This is an optimization exercise on Yosys and OpenROAD, whose aim is small area and a short achievable clock period, not a production implementation.
Function was checked by simulation only, so behaviour that the tests miss may differ from the original.
Power figures rest on the tool's default switching activity, not on a simulated workload.

== wip/delta ==
## mem_responder
module mem_responder
#(
  parameter int WAIT_CYCLES = types_pkg::MEM_RESP_WAIT_DEFAULT,
  parameter int ADDR_BITS   = 8
) (
  input  logic        clk,
  input  logic        rst,
  input  logic        req_valid,
  input  logic        req_write,
  input  logic [15:0] req_addr,
  input  logic [15:0] req_wdata,
  input  logic        halt_sys,
  output logic        req_ready,
  output logic        rsp_valid,
  output logic [15:0] rsp_rdata,
  output logic        busy,
  output logic        stall
);
  logic        busy_q, rsp_q, w1_q;
  logic [1:0]  ph_q;        
  logic [3:0]  clr_q;       
  logic        write_q;     
  logic        wpend_q;     
  logic        cap_q;       
  logic [7:0]  rd0_q, rd2_q, wr_q;
  logic [1:0]  slot_q;      
  logic [7:0]  hi_q, lo_q;  
  logic [7:0]  rlo_q, wlo_q;
  logic [15:0] rdata_q;
  logic        accept, land;
  logic        rd_d, cap_d, rd0_d, rd2_d, wpend_d, wr_d;
  logic [1:0]  slot_d;
  logic [7:0]  hi_d, lo_d, hi_n, lo_n;
  logic        hold_rdata;
  logic [15:0] tap_data;
  assign busy      = busy_q;
  assign rsp_valid = rsp_q;
  ...
For scale: about 4200 flip-flops, ~57 I/O pins, roughly 0.11 mm^2 of cells after synthesis.
==> flow/config.mk <==
export PLATFORM = sky130hd
export DESIGN_NAME = mem_responder
export DESIGN_NICKNAME = mem_responder
export VERILOG_FILES = /design/flow/design.v
export SDC_FILE = /design/flow/constraint.sdc
export NUM_CORES = 8
export LEC_CHECK = 0
export CAP_MARGIN = 20
export CORE_MARGIN = 2
export CORE_UTILIZATION = 75
export CTS_CLUSTER_DIAMETER = 100
export CTS_CLUSTER_SIZE = 30
export SETUP_SLACK_MARGIN = 3.3
export SLEW_MARGIN = 20
export SYNTH_HIERARCHICAL = 1
export SYNTH_MINIMUM_KEEP_SIZE = 0
==> flow/constraint.sdc <==
create_clock -name core_clock -period 6.0 [get_ports {clk}]
set_input_delay 1.2000 -clock core_clock [delete_from_list [all_inputs] [get_ports {clk}]]
set_output_delay 1.2000 -clock core_clock [all_outputs]
set_load 0.01 [all_outputs]
standard.sh (not shown) runs the stock make flow with config.mk's settings and CLKGATE_MAP_FILE= SYNTH_SCRIPT=/design/flow/synth_recipe.tcl, a recipe that flattens the netlist after the stock synthesis.
==> flow/flow/run.sh <==
#!/bin/bash
# Layout flow: the standard flow (standard.sh), unchanged except that the port
# buffers that global placement inserts are plain buffers (buf_2, which repair may
# resize) instead of the library's delay cells. Each step's output goes to its own log.
set -euo pipefail
bash standard.sh synth > synth.log 2>&1
bash standard.sh "BUFFER_PORTS_ARGS=-buffer_cell sky130_fd_sc_hd__buf_2" finish > layout.log 2>&1
Setup changes, wip/delta to wip/onyx
- CORE_UTILIZATION: 75 -> 65
## What came out
| worst hold slack | wip/onyx vs wip/delta | 0.0088 ns higher |. In wip/onyx the worst slew margin relative to its limit turned out 0.85 points lower than in wip/delta. Going from wip/delta to wip/onyx, switching power summed over all nets grew by a few percent. Across both runs, wire length was higher for wip/onyx than for wip/delta. In the reports for wip/onyx and wip/delta, the larger average vias per placed instance belongs to wip/delta. Clock power: wip/delta vs wip/onyx — no meaningful difference.
What wip/indigo does differently from wip/onyx at the input level:
- CTS_CLUSTER_SIZE now 32, was 30
- wip/indigo ends up with a power share of the clock group that is 0.5 points lower than in wip/onyx.
- Utilization wip/onyx -> wip/indigo: down
- Diff wip/onyx..wip/indigo | combined area of the multi-input logic cells | negligible
- Taking wip/onyx as the reference, in wip/indigo total iterations of the first detailed-routing run lower; finished layout cell area roughly the same; worst hold slack after final layout decreased by 0.0071 ns relative to the old numbers; setup slack held steady.
- For the total wirelength of the detailed-routed design, wip/indigo came in about 0.3% lower than wip/onyx did.
- wip/indigo -> wip/onyx: area of the mapped netlist delta 0, exact match
- Higher number of antenna violations at the first check in global routing goes to wip/onyx over wip/indigo.
> inputs changed (wip/indigo -> wip/cedar)
- SETUP_SLACK_MARGIN: 3.3 -> 3.0
- CTS_CLUSTER_SIZE: 32 -> 30
==> flow/run.sh (new file) <==
#!/bin/bash
# synth_recipe.tcl (not shown) runs the flow's synth.tcl, then flattens the netlist and writes it again
# the make line also repeats each setting of config.mk as NAME=value (left out here)
make -C /OpenROAD-flow-scripts/flow DESIGN_CONFIG=/design/flow/config.mk WORK_HOME=/design/flow/orfs CLKGATE_MAP_FILE= SYNTH_SCRIPT=/design/flow/synth_recipe.tcl finish
removed: flow/flow/run.sh
removed: flow/standard.sh
### Flow results
The worst reg-to-reg setup slack of wip/cedar was inferior to that of wip/indigo. wip/indigo → wip/cedar: power dissipated by switching net loads lower, simple logic cell fraction of the synthesized area comparable. wip/indigo and wip/cedar ended up with roughly the same number of placed cells counting well taps. When wip/cedar is set beside wip/indigo, its data required time at the worst endpoint turns out to be 1.92 ns larger. The power of the clock network was comparable across wip/cedar and wip/indigo. Looking at cell-internal power, wip/cedar sits about 0.8% above wip/indigo. Footprint of the multi-input gates was higher in wip/indigo than in wip/cedar. When the final numbers for wip/cedar and wip/indigo were put side by side, the routing usage on met3 turned out to be greater in wip/cedar.

[static timing again, ports no longer ideal]
No port has a modelled driver above. Below, the same layouts with a new extraction and two added sets of constraints.
Step 1 assumes that a clkbuf_16 drives the clock port and a buf_2 every other input.
Step 2 moves the port delays by t, midway between the first and last clock arrival at a register: inputs arrive t later, outputs are due t later. That takes back most of the time a late clock gives input paths.
Slacks: no drivers / after step 1 / after step 2; pairs: no drivers / after step 1.
| run | t (ns) | setup WS [ns] | worst setup path after step 2 | clock arrival spread, ns |
|---|---|---|---|---|
| wip/delta | 0.919 | 3.122 / 3.082 / 2.627 | input to register | 0.037 / 0.037 |
| wip/onyx | 0.901 | 3.120 / 3.081 / 2.666 | input to register | 0.029 / 0.029 |
| wip/indigo | 0.899 | 3.120 / 3.065 / 2.654 | input to register | 0.037 / 0.037 |
| wip/cedar | 0.900 | 2.924 / 2.924 / 2.385 | input to register | 0.032 / 0.032 |
After both steps every run listed still meets setup and hold. The setup slack of wip/cedar, which loses most, moves by 0.000 ns with the drivers and by -0.539 ns with both steps.
